This design comes from an exercise in tuning for small area on the open sky130 flow, not from production work.
Where RTL was checked, it was by simulation tests only, not by an equivalence proof against the original.

==> inputs of run a <==
// sad_min_search
module sad_min_search #(
   parameter int PIX_W = 8,
   parameter int LANES = 32,
   parameter int BEATS = 32,
   parameter int IDX_W = 16,
   localparam int SAD_W = PIX_W + $clog2(LANES * BEATS)
) (
   input  logic                   Bus2IP_Clk,
   input  logic                   Bus2IP_Reset,
   input  logic                   clr,
   input  logic                   in_valid,
   input  logic [PIX_W*LANES-1:0] in_face,
   input  logic [PIX_W*LANES-1:0] in_group,
   output logic                   sad_valid,
   output logic [SAD_W-1:0]       sad_out,
   output logic [IDX_W-1:0]       sad_idx,
   output logic                   best_valid,
   output logic [SAD_W-1:0]       best_sad,
   output logic [IDX_W-1:0]       best_idx
);
clock: 7.0 ns
lec_check: 0
cap_margin: 20
core_margin: 2
core_utilization: 40
cts_buf_list: sky130_fd_sc_hd__clkbuf_4 sky130_fd_sc_hd__clkbuf_8
gpl_timing_driven: 0
place_density: 0.6
slew_margin: 20
synth_hierarchical: 1
synth_minimum_keep_size: 0
standard.sh (not shown) runs the stock make flow with config.mk's settings and CLKGATE_MAP_FILE= SYNTH_SCRIPT=/design/flow/synth_recipe.tcl, a recipe that flattens the netlist after the stock synthesis.
==> flow/flow/run.sh <==
#!/bin/bash
# The standard layout, with three changes: synthesis buffers are removed
# before global placement (flow/pre_gpl.tcl), the port buffers that
# buffer_ports inserts are the smallest plain buffer instead of the tool's
# default pick, and clock tree synthesis adds no dummy loads.
set -euo pipefail
here=$(pwd)
bash standard.sh \
  PRE_GLOBAL_PLACE_TCL="$here/flow/pre_gpl.tcl" \
  BUFFER_PORTS_ARGS="-buffer_cell sky130_fd_sc_hd__buf_1" \
  CTS_ARGS="-sink_clustering_enable -repair_clock_nets -dont_use_dummy_load -buf_list sky130_fd_sc_hd__clkbuf_8" \
  finish > make_finish.log 2>&1
==> flow/flow/pre_gpl.tcl <==
# Before global placement: drop the buffers that synthesis inserted (the
# standard flow does the same when timing-driven placement is on); repair
# later in the flow adds back any that slew, capacitance or timing need.
remove_buffers
==> inputs of run b, as changes to run a <==
--- a/flow/design.v
+++ b/flow/design.v
@@ -21,15 +21,15 @@
    localparam int CNT_W = (BEATS > 1) ? $clog2(BEATS) : 1;
    localparam int NR1   = 60;
    logic kill;
    assign kill = clr | Bus2IP_Reset;
    logic [CNT_W-1:0] cnt_q;
    logic             v1_q, f1_q, l1_q, d2_q, d3_q;
    logic [NR1-1:0]   r1_q;
-   logic [SAD_W-1:0] acc_q, acc_d, accg, hold_q, sum_a, sum_b;
+   logic [SAD_W-1:0] acc_q, accg, hold_q, sum_a, sum_b;
    logic             sad_valid_q, best_valid_q;
    logic [IDX_W-1:0] cand_q, best_idx_q;
    logic [SAD_W-1:0] best_sad_q;
    logic             take;
    assign accg = f1_q ? '0 : acc_q;
    logic l0_d1;
    logic l0_c2;
@@ -1369,35 +1369,14 @@
    logic b4_c1336;
    logic b4_s1337;
    logic b4_c1338;
    logic b4_s1339;
    logic b4_c1340;
    logic b4_s1341;
    logic b4_c1342;
-   logic p_s1343;
-   logic p_c1344;
-   logic p_s1345;
-   logic p_c1346;
-   logic p_s1347;
-   logic p_c1348;
-   logic p_s1349;
-   logic p_c1350;
-   logic p_s1351;
-   logic p_c1352;
-   logic p_s1353;
-   logic p_c1354;
-   logic p_s1355;
-   logic p_c1356;
-   logic p_s1357;
-   logic p_c1358;
-   logic p_s1359;
-   logic p_c1360;
-   logic p_s1361;
-   logic p_c1362;
-   logic [8:0] hi_sum;
    assign l0_d1 = in_face[0] ^ in_group[0];
    sad_ornot u_l0_c2 (.a(in_face[0]), .b(in_group[0]), .y(l0_c2));
    sad_fa u_l0_s3 (.a(in_face[1]), .b(~in_group[1]), .ci(l0_c2), .s(l0_s3), .co(l0_c4));
    sad_fa u_l0_s5 (.a(in_face[2]), .b(~in_group[2]), .ci(l0_c4), .s(l0_s5), .co(l0_c6));
    sad_fa u_l0_s7 (.a(in_face[3]), .b(~in_group[3]), .ci(l0_c6), .s(l0_s7), .co(l0_c8));
    sad_fa u_l0_s9 (.a(in_face[4]), .b(~in_group[4]), .ci(l0_c8), .s(l0_s9), .co(l0_c10));
    sad_fa u_l0_s11 (.a(in_face[5]), .b(~in_group[5]), .ci(l0_c10), .s(l0_s11), .co(l0_c12));
@@ -2221,34 +2200,22 @@
    sad_fa u_b4_s1329 (.a(b3_c1304), .b(b3_s1305), .ci(b2_s1279), .s(b4_s1329), .co(b4_c1330));
    sad_fa u_b4_s1331 (.a(b3_c1306), .b(b3_s1307), .ci(b2_s1283), .s(b4_s1331), .co(b4_c1332));
    sad_fa u_b4_s1333 (.a(b3_c1308), .b(b3_s1309), .ci(b2_s1287), .s(b4_s1333), .co(b4_c1334));
    sad_fa u_b4_s1335 (.a(b3_c1310), .b(b3_s1311), .ci(b2_s1291), .s(b4_s1335), .co(b4_c1336));
    sad_fa u_b4_s1337 (.a(b3_c1312), .b(b3_s1313), .ci(b2_s1295), .s(b4_s1337), .co(b4_c1338));
    sad_fa u_b4_s1339 (.a(b3_c1314), .b(b3_s1315), .ci(accg[11]), .s(b4_s1339), .co(b4_c1340));
    sad_ha u_b4_s1341 (.a(b3_c1316), .b(accg[12]), .s(b4_s1341), .co(b4_c1342));
-   sad_ha u_p_s1343 (.a(b4_s1317), .b(accg[0]), .s(p_s1343), .co(p_c1344));
-   sad_fa u_p_s1345 (.a(b4_c1318), .b(b4_s1319), .ci(p_c1344), .s(p_s1345), .co(p_c1346));
-   sad_fa u_p_s1347 (.a(b4_c1320), .b(b4_s1321), .ci(p_c1346), .s(p_s1347), .co(p_c1348));
-   sad_fa u_p_s1349 (.a(b4_c1322), .b(b4_s1323), .ci(p_c1348), .s(p_s1349), .co(p_c1350));
-   sad_fa u_p_s1351 (.a(b4_c1324), .b(b4_s1325), .ci(p_c1350), .s(p_s1351), .co(p_c1352));
-   sad_fa u_p_s1353 (.a(b4_c1326), .b(b4_s1327), .ci(p_c1352), .s(p_s1353), .co(p_c1354));
-   sad_fa u_p_s1355 (.a(b4_c1328), .b(b4_s1329), .ci(p_c1354), .s(p_s1355), .co(p_c1356));
-   sad_fa u_p_s1357 (.a(b4_c1330), .b(b4_s1331), .ci(p_c1356), .s(p_s1357), .co(p_c1358));
-   sad_fa u_p_s1359 (.a(b4_c1332), .b(b4_s1333), .ci(p_c1358), .s(p_s1359), .co(p_c1360));
-   sad_fa u_p_s1361 (.a(b4_c1334), .b(b4_s1335), .ci(p_c1360), .s(p_s1361), .co(p_c1362));
-   assign hi_sum = {{accg[17], accg[16], accg[15], accg[14], b4_c1342, b4_c1340, b4_c1338, b4_c1336}, p_c1362} + {{1'b0, 1'b0, 1'b0, 1'b0, accg[13], b4_s1341, b4_s1339, b4_s1337}, p_c1362};
-   assign acc_d = {hi_sum[8:1], p_s1361, p_s1359, p_s1357, p_s1355, p_s1353, p_s1351, p_s1349, p_s1347, p_s1345, p_s1343};
    assign sum_a = {accg[17], accg[16], accg[15], accg[14], b4_c1342, b4_c1340, b4_c1338, b4_c1336, b4_c1334, b4_c1332, b4_c1330, b4_c1328, b4_c1326, b4_c1324, b4_c1322, b4_c1320, b4_c1318, b4_s1317};
    assign sum_b = {1'b0, 1'b0, 1'b0, 1'b0, accg[13], b4_s1341, b4_s1339, b4_s1337, b4_s1335, b4_s1333, b4_s1331, b4_s1329, b4_s1327, b4_s1325, b4_s1323, b4_s1321, b4_s1319, accg[0]};
    assign take = d3_q & (!best_valid_q || (hold_q < best_sad_q));
    always_ff @(posedge Bus2IP_Clk) begin
       r1_q <= {a_c1224, a_c1222, a_s1223, a_c1220, a_c1218, a_c1216, a_s1221, a_s1219, a_c1202, a_s1217, a_c1200, a_c1198, a_s1215, a_s1213, a_s1201, a_s1199, a_c1152, a_s1197, a_c1150, a_c1148, a_s1195, a_s1151, a_s1149, a_c1102, a_s1147, a_c1100, a_c1098, a_s1145, a_s1101, a_s1099, a_c1052, a_s1097, a_c1050, a_c1048, a_s1095, a_s1093, a_s1051, a_c1000, a_s1049, a_c998, a_s1047, a_c996, a_c994, a_s1045, a_s1043, a_s999, a_s997, a_s995, a_s993, a_c942, a_c940, a_c938, a_s941, a_s939, a_c876, a_s937, a_s935, a_s875, a_s797, a_s795};
       f1_q <= (cnt_q == '0);
       l1_q <= (cnt_q == CNT_W'(BEATS - 1));
-      if (v1_q) acc_q <= acc_d;
+      if (v1_q) acc_q <= sum_a + sum_b;
       if (d2_q) hold_q <= acc_q;
       if (!kill && take) begin
          best_sad_q <= hold_q;
          best_idx_q <= cand_q;
       end
       if (kill) begin
          cnt_q        <= '0;
==> flow/flow/run.sh (replaced) <==
#!/bin/bash
# The standard layout, with two changes: the port buffers that buffer_ports
# inserts are the smallest plain buffer instead of the tool's default pick,
# and clock tree synthesis adds no dummy loads.
set -euo pipefail
bash standard.sh \
  BUFFER_PORTS_ARGS="-buffer_cell sky130_fd_sc_hd__buf_1" \
  CTS_ARGS="-sink_clustering_enable -repair_clock_nets -dont_use_dummy_load -buf_list {sky130_fd_sc_hd__clkbuf_4 sky130_fd_sc_hd__clkbuf_8}" \
  finish > make_finish.log 2>&1
removed: flow/flow/pre_gpl.tcl
==> summary.txt <==
| item | run b | run a |
|---|---|---|
| Status | finished clean | finished clean |
| Worst slack, placed | -472 ps | -398 ps |
| Synth Instances | 1,547 | 1,458 |
| Multiplexer share of the synthesized area | 0.211% | 0.217% |
| Worst-Skew Late Latency | 440 ps | 460 ps |
| Final setup slack of the worst path | 119 ps | 144 ps |
| Worst reg2reg setup slack | 1840 ps | 410 ps |
| Fin crit period | 6880 ps | 6860 ps |
| Number of nets in the final layout | 3,209 | 3,090 |
| Worst-case hold slack | 443 ps | 448 ps |
| Simple-gate share of the synthesized area | 5.28% | 4.20% |
| Number of gates given a new drive strength after cts | 1 | 0 |
| Yosys cell types | 51 | 41 |
The RTL of run a was laid out without a check of its function.

---

==> maple: inputs <==
RTL: one of the versions met above, not the one the previous note started from.
## sad_min_search
module sad_min_search #(
   parameter int PIX_W = 8,
   parameter int LANES = 32,
   parameter int BEATS = 32,
   parameter int IDX_W = 16,
   localparam int SAD_W = PIX_W + $clog2(LANES * BEATS)
) (
   input  logic                   Bus2IP_Clk,
   input  logic                   Bus2IP_Reset,
   input  logic                   clr,
   input  logic                   in_valid,
   input  logic [PIX_W*LANES-1:0] in_face,
   input  logic [PIX_W*LANES-1:0] in_group,
   output logic                   sad_valid,
   output logic [SAD_W-1:0]       sad_out,
   output logic [IDX_W-1:0]       sad_idx,
   output logic                   best_valid,
   output logic [SAD_W-1:0]       best_sad,
   output logic [IDX_W-1:0]       best_idx
);
export LEC_CHECK = 0
export CAP_MARGIN = 20
export CORE_MARGIN = 2
export CORE_UTILIZATION = 40
export CTS_BUF_LIST = sky130_fd_sc_hd__clkbuf_4 sky130_fd_sc_hd__clkbuf_8
export GPL_TIMING_DRIVEN = 0
export PLACE_DENSITY = 0.6
export SLEW_MARGIN = 20
export SYNTH_HIERARCHICAL = 1
export SYNTH_MINIMUM_KEEP_SIZE = 0
create_clock -name core_clock -period 7.0 [get_ports {Bus2IP_Clk}]
==> flow/flow/run.sh <==
#!/bin/bash
# The standard layout, with three changes: synthesis buffers are removed
# before global placement (flow/pre_gpl.tcl), the port buffers that
# buffer_ports inserts are the smallest plain buffer instead of the tool's
# default pick, and clock tree synthesis adds no dummy loads.
set -euo pipefail
here=$(pwd)
bash standard.sh \
  PRE_GLOBAL_PLACE_TCL="$here/flow/pre_gpl.tcl" \
  BUFFER_PORTS_ARGS="-buffer_cell sky130_fd_sc_hd__buf_1" \
  CTS_ARGS="-sink_clustering_enable -repair_clock_nets -dont_use_dummy_load -buf_list sky130_fd_sc_hd__clkbuf_8" \
  finish > make_finish.log 2>&1
==> flow/flow/pre_gpl.tcl <==
# Before global placement: drop the buffers that synthesis inserted (the
# standard flow does the same when timing-driven placement is on); repair
# later in the flow adds back any that slew, capacitance or timing need.
remove_buffers
==> inputs of willow, as changes to maple <==
--- a/flow/design.v
+++ b/flow/design.v
@@ -23,15 +23,32 @@
    logic kill;
    assign kill = clr | Bus2IP_Reset;
    logic [CNT_W-1:0] cnt_q;
    logic             v1_q, f1_q, l1_q, d2_q, d3_q;
    logic [NR1-1:0]   r1_q;
-   logic [SAD_W-1:0] acc_q, accg, hold_q, sum_a, sum_b;
+   logic [SAD_W-1:0] acc_q, acc_d, accg, hold_q, sum_a, sum_b;
    logic             sad_valid_q, best_valid_q;
    logic [IDX_W-1:0] cand_q, best_idx_q;
    logic [SAD_W-1:0] best_sad_q;
-   logic             take;
+   logic             take, lt_q;
+   logic [CNT_W-1:0] cnt_inc;
+   logic [IDX_W-1:0] cand_inc;
+   logic [SAD_W:0]   bw;
+   logic [CNT_W:0] cnt_cy;
+   assign cnt_cy[0] = in_valid;
+   for (genvar i = 0; i < CNT_W; i++) begin : cnt_g
+      sad_ha u_ha (.a(cnt_q[i]), .b(cnt_cy[i]), .s(cnt_inc[i]), .co(cnt_cy[i+1]));
+   end
+   logic [IDX_W:0] cand_cy;
+   assign cand_cy[0] = sad_valid_q;
+   for (genvar i = 0; i < IDX_W; i++) begin : cand_g
+      sad_ha u_ha (.a(cand_q[i]), .b(cand_cy[i]), .s(cand_inc[i]), .co(cand_cy[i+1]));
+   end
+   assign bw[0] = 1'b0;
+   for (genvar i = 0; i < SAD_W; i++) begin : cmp_g
+      sad_maj u_maj (.a(~acc_q[i]), .b(best_sad_q[i]), .c(bw[i]), .y(bw[i+1]));
+   end
    assign accg = f1_q ? '0 : acc_q;
    logic l0_d1;
    logic l0_c2;
    logic l0_s3;
    logic l0_c4;
@@ -1371,10 +1388,31 @@
    logic b4_c1338;
    logic b4_s1339;
    logic b4_c1340;
    logic b4_s1341;
    logic b4_c1342;
+   logic p_s1343;
+   logic p_c1344;
+   logic p_s1345;
+   logic p_c1346;
+   logic p_s1347;
+   logic p_c1348;
+   logic p_s1349;
+   logic p_c1350;
+   logic p_s1351;
+   logic p_c1352;
+   logic p_s1353;
+   logic p_c1354;
+   logic p_s1355;
+   logic p_c1356;
+   logic p_s1357;
+   logic p_c1358;
+   logic p_s1359;
+   logic p_c1360;
+   logic p_s1361;
+   logic p_c1362;
+   logic [8:0] hi_sum;
    assign l0_d1 = in_face[0] ^ in_group[0];
    sad_ornot u_l0_c2 (.a(in_face[0]), .b(in_group[0]), .y(l0_c2));
    sad_fa u_l0_s3 (.a(in_face[1]), .b(~in_group[1]), .ci(l0_c2), .s(l0_s3), .co(l0_c4));
    sad_fa u_l0_s5 (.a(in_face[2]), .b(~in_group[2]), .ci(l0_c4), .s(l0_s5), .co(l0_c6));
    sad_fa u_l0_s7 (.a(in_face[3]), .b(~in_group[3]), .ci(l0_c6), .s(l0_s7), .co(l0_c8));
@@ -2202,18 +2240,31 @@
    sad_fa u_b4_s1333 (.a(b3_c1308), .b(b3_s1309), .ci(b2_s1287), .s(b4_s1333), .co(b4_c1334));
    sad_fa u_b4_s1335 (.a(b3_c1310), .b(b3_s1311), .ci(b2_s1291), .s(b4_s1335), .co(b4_c1336));
    sad_fa u_b4_s1337 (.a(b3_c1312), .b(b3_s1313), .ci(b2_s1295), .s(b4_s1337), .co(b4_c1338));
    sad_fa u_b4_s1339 (.a(b3_c1314), .b(b3_s1315), .ci(accg[11]), .s(b4_s1339), .co(b4_c1340));
    sad_ha u_b4_s1341 (.a(b3_c1316), .b(accg[12]), .s(b4_s1341), .co(b4_c1342));
+   sad_ha u_p_s1343 (.a(b4_s1317), .b(accg[0]), .s(p_s1343), .co(p_c1344));
+   sad_fa u_p_s1345 (.a(b4_c1318), .b(b4_s1319), .ci(p_c1344), .s(p_s1345), .co(p_c1346));
+   sad_fa u_p_s1347 (.a(b4_c1320), .b(b4_s1321), .ci(p_c1346), .s(p_s1347), .co(p_c1348));
+   sad_fa u_p_s1349 (.a(b4_c1322), .b(b4_s1323), .ci(p_c1348), .s(p_s1349), .co(p_c1350));
+   sad_fa u_p_s1351 (.a(b4_c1324), .b(b4_s1325), .ci(p_c1350), .s(p_s1351), .co(p_c1352));
+   sad_fa u_p_s1353 (.a(b4_c1326), .b(b4_s1327), .ci(p_c1352), .s(p_s1353), .co(p_c1354));
+   sad_fa u_p_s1355 (.a(b4_c1328), .b(b4_s1329), .ci(p_c1354), .s(p_s1355), .co(p_c1356));
+   sad_fa u_p_s1357 (.a(b4_c1330), .b(b4_s1331), .ci(p_c1356), .s(p_s1357), .co(p_c1358));
+   sad_fa u_p_s1359 (.a(b4_c1332), .b(b4_s1333), .ci(p_c1358), .s(p_s1359), .co(p_c1360));
+   sad_fa u_p_s1361 (.a(b4_c1334), .b(b4_s1335), .ci(p_c1360), .s(p_s1361), .co(p_c1362));
+   assign hi_sum = {{accg[17], accg[16], accg[15], accg[14], b4_c1342, b4_c1340, b4_c1338, b4_c1336}, p_c1362} + {{1'b0, 1'b0, 1'b0, 1'b0, accg[13], b4_s1341, b4_s1339, b4_s1337}, p_c1362};
+   assign acc_d = {hi_sum[8:1], p_s1361, p_s1359, p_s1357, p_s1355, p_s1353, p_s1351, p_s1349, p_s1347, p_s1345, p_s1343};
    assign sum_a = {accg[17], accg[16], accg[15], accg[14], b4_c1342, b4_c1340, b4_c1338, b4_c1336, b4_c1334, b4_c1332, b4_c1330, b4_c1328, b4_c1326, b4_c1324, b4_c1322, b4_c1320, b4_c1318, b4_s1317};
    assign sum_b = {1'b0, 1'b0, 1'b0, 1'b0, accg[13], b4_s1341, b4_s1339, b4_s1337, b4_s1335, b4_s1333, b4_s1331, b4_s1329, b4_s1327, b4_s1325, b4_s1323, b4_s1321, b4_s1319, accg[0]};
-   assign take = d3_q & (!best_valid_q || (hold_q < best_sad_q));
+   assign take = d3_q & (!best_valid_q || lt_q);
    always_ff @(posedge Bus2IP_Clk) begin
       r1_q <= {a_c1224, a_c1222, a_s1223, a_c1220, a_c1218, a_c1216, a_s1221, a_s1219, a_c1202, a_s1217, a_c1200, a_c1198, a_s1215, a_s1213, a_s1201, a_s1199, a_c1152, a_s1197, a_c1150, a_c1148, a_s1195, a_s1151, a_s1149, a_c1102, a_s1147, a_c1100, a_c1098, a_s1145, a_s1101, a_s1099, a_c1052, a_s1097, a_c1050, a_c1048, a_s1095, a_s1093, a_s1051, a_c1000, a_s1049, a_c998, a_s1047, a_c996, a_c994, a_s1045, a_s1043, a_s999, a_s997, a_s995, a_s993, a_c942, a_c940, a_c938, a_s941, a_s939, a_c876, a_s937, a_s935, a_s875, a_s797, a_s795};
       f1_q <= (cnt_q == '0);
       l1_q <= (cnt_q == CNT_W'(BEATS - 1));
-      if (v1_q) acc_q <= sum_a + sum_b;
+      lt_q <= bw[SAD_W];
+      if (v1_q) acc_q <= acc_d;
       if (d2_q) hold_q <= acc_q;
       if (!kill && take) begin
          best_sad_q <= hold_q;
          best_idx_q <= cand_q;
       end
@@ -2224,17 +2275,17 @@
          d3_q         <= 1'b0;
          sad_valid_q  <= 1'b0;
          best_valid_q <= 1'b0;
          cand_q       <= '0;
       end else begin
-         if (in_valid) cnt_q <= cnt_q + 1'b1;
+         cnt_q       <= cnt_inc;
          v1_q        <= in_valid;
          d2_q        <= v1_q & l1_q;
          d3_q        <= d2_q;
          sad_valid_q <= d3_q;
          if (d3_q) best_valid_q <= 1'b1;
-         if (sad_valid_q) cand_q <= cand_q + 1'b1;
+         cand_q      <= cand_inc;
       end
    end
    assign sad_valid  = sad_valid_q;
    assign sad_out    = hold_q;
    assign sad_idx    = cand_q;
@@ -2266,5 +2317,13 @@
    input  logic b,
    output logic y
 );
    assign y = a | ~b;
 endmodule
+module sad_maj (
+   input  logic a,
+   input  logic b,
+   input  logic c,
+   output logic y
+);
+   assign y = (a & b) | (a & c) | (b & c);
+endmodule
==> inputs of harbor, as changes to maple <==
==> flow/flow/run.sh (replaced) <==
#!/bin/bash
# The standard layout, with the port buffers that buffer_ports inserts set
# to the smallest plain buffer instead of the tool's default pick.
set -euo pipefail
bash standard.sh BUFFER_PORTS_ARGS="-buffer_cell sky130_fd_sc_hd__buf_1" finish > make_finish.log 2>&1
--- a/flow/config.mk
+++ b/flow/config.mk
@@ -5,12 +5,12 @@
 export SDC_FILE = /design/flow/constraint.sdc
 export NUM_CORES = 4
 export LEC_CHECK = 0
 export CAP_MARGIN = 20
 export CORE_MARGIN = 2
-export CORE_UTILIZATION = 40
+export CORE_UTILIZATION = 55
 export CTS_BUF_LIST = sky130_fd_sc_hd__clkbuf_4 sky130_fd_sc_hd__clkbuf_8
 export GPL_TIMING_DRIVEN = 0
-export PLACE_DENSITY = 0.6
+export PLACE_DENSITY = 0.7
 export SLEW_MARGIN = 20
 export SYNTH_HIERARCHICAL = 1
 export SYNTH_MINIMUM_KEEP_SIZE = 0
removed: flow/flow/pre_gpl.tcl
==> inputs of zinc, as changes to maple <==
==> flow/flow/run.sh (replaced) <==
#!/bin/bash
# The standard layout, with the port buffers that buffer_ports inserts set
# to the smallest plain buffer instead of the tool's default pick.
set -euo pipefail
bash standard.sh BUFFER_PORTS_ARGS="-buffer_cell sky130_fd_sc_hd__buf_1" finish > make_finish.log 2>&1
--- a/flow/config.mk
+++ b/flow/config.mk
@@ -7,10 +7,9 @@
 export LEC_CHECK = 0
 export CAP_MARGIN = 20
 export CORE_MARGIN = 2
 export CORE_UTILIZATION = 40
 export CTS_BUF_LIST = sky130_fd_sc_hd__clkbuf_4 sky130_fd_sc_hd__clkbuf_8
-export GPL_TIMING_DRIVEN = 0
 export PLACE_DENSITY = 0.6
 export SLEW_MARGIN = 20
 export SYNTH_HIERARCHICAL = 1
 export SYNTH_MINIMUM_KEEP_SIZE = 0
removed: flow/flow/pre_gpl.tcl
==> notes <==
The highest design area belongs to zinc, the lowest to willow.
zinc went through all stages and came out clean. maple ran to the end with no violations. harbor went through all stages and came out clean. willow produced a clean layout.
The highest hold slack belongs to zinc, the lowest to willow.
Of zinc and maple, zinc has the higher fmax (gap about 2.7%, measured against maple).
Clock skew: maple > willow > harbor > zinc.
==> figures <==
| item | maple | willow | zinc | harbor |
|---|---|---|---|---|
| Outcome | no timing/DRC/antenna violations | no timing/DRC/antenna violations | no timing/DRC/antenna violations | no timing/DRC/antenna violations |
| Worst endpoint data arrival time | 7170 ps | 7140 ps | 7040 ps | 7210 ps |
| Routed wire length | 61750 µm | 59850 µm | 63310 µm | 60630 µm |
| Horizontal die dimension | 225.2 µm | 221.0 µm | 225.2 µm | 192.7 µm |
| Peak fanout along the critical path | 8 | 8 | 2 | 8 |
| Time the worst path needs with I/O delays and setup | 6877 ps | 6833 ps | 6695 ps | 6872 ps |
| Die Area | 50730 µm² | 48860 µm² | 50730 µm² | 37120 µm² |
| Post-route design area | 22690 µm² | 21910 µm² | 23480 µm² | 22910 µm² |
| Die boundary height | 225.2 µm | 221.0 µm | 225.2 µm | 192.7 µm |
| Data required time at the worst endpoint | 7290 ps | 7310 ps | 7340 ps | 7340 ps |
| Antenna diode instance count | 6 | 3 | 3 | 9 |
| Non-filler instance count after layout | 2736 | 2576 | 2833 | 2633 |

[what the ideal ports hide]
The results above use ideal ports. As a check the final layouts listed here were re-extracted and re-timed, cells and wires unchanged. Step 1 assumes that a clkbuf_16 drives the clock port and a buf_2 every other input. Step 2, shift: input delay + t, output delay - t, t = (earliest + latest rising clock arrival at the registers) / 2. This alone moves slack from input paths to output paths. Slacks: ideal / step 1 / step 2; pairs: ideal / step 1.
run	t, ns	setup slack, ns	worst hold slack (ns)
run a	0.478	0.144 / 0.168 / -0.310	0.448 / 0.448 / 0.448
run b	0.460	0.119 / 0.101 / -0.359	0.443 / 0.443 / 0.443
maple	0.459	0.123 / 0.139 / -0.319	0.436 / 0.436 / 0.436
willow	0.483	0.167 / 0.184 / -0.298	0.433 / 0.433 / 0.433
harbor	0.498	0.128 / 0.137 / -0.361	0.449 / 0.449 / 0.449
zinc	0.488	0.305 / 0.319 / -0.169	0.456 / 0.456 / 0.456
With both steps, setup timing fails in every run listed, where it was met with ideal ports. The setup slack of harbor, which loses most, moves by +0.009 ns with the drivers and by -0.489 ns with both steps.
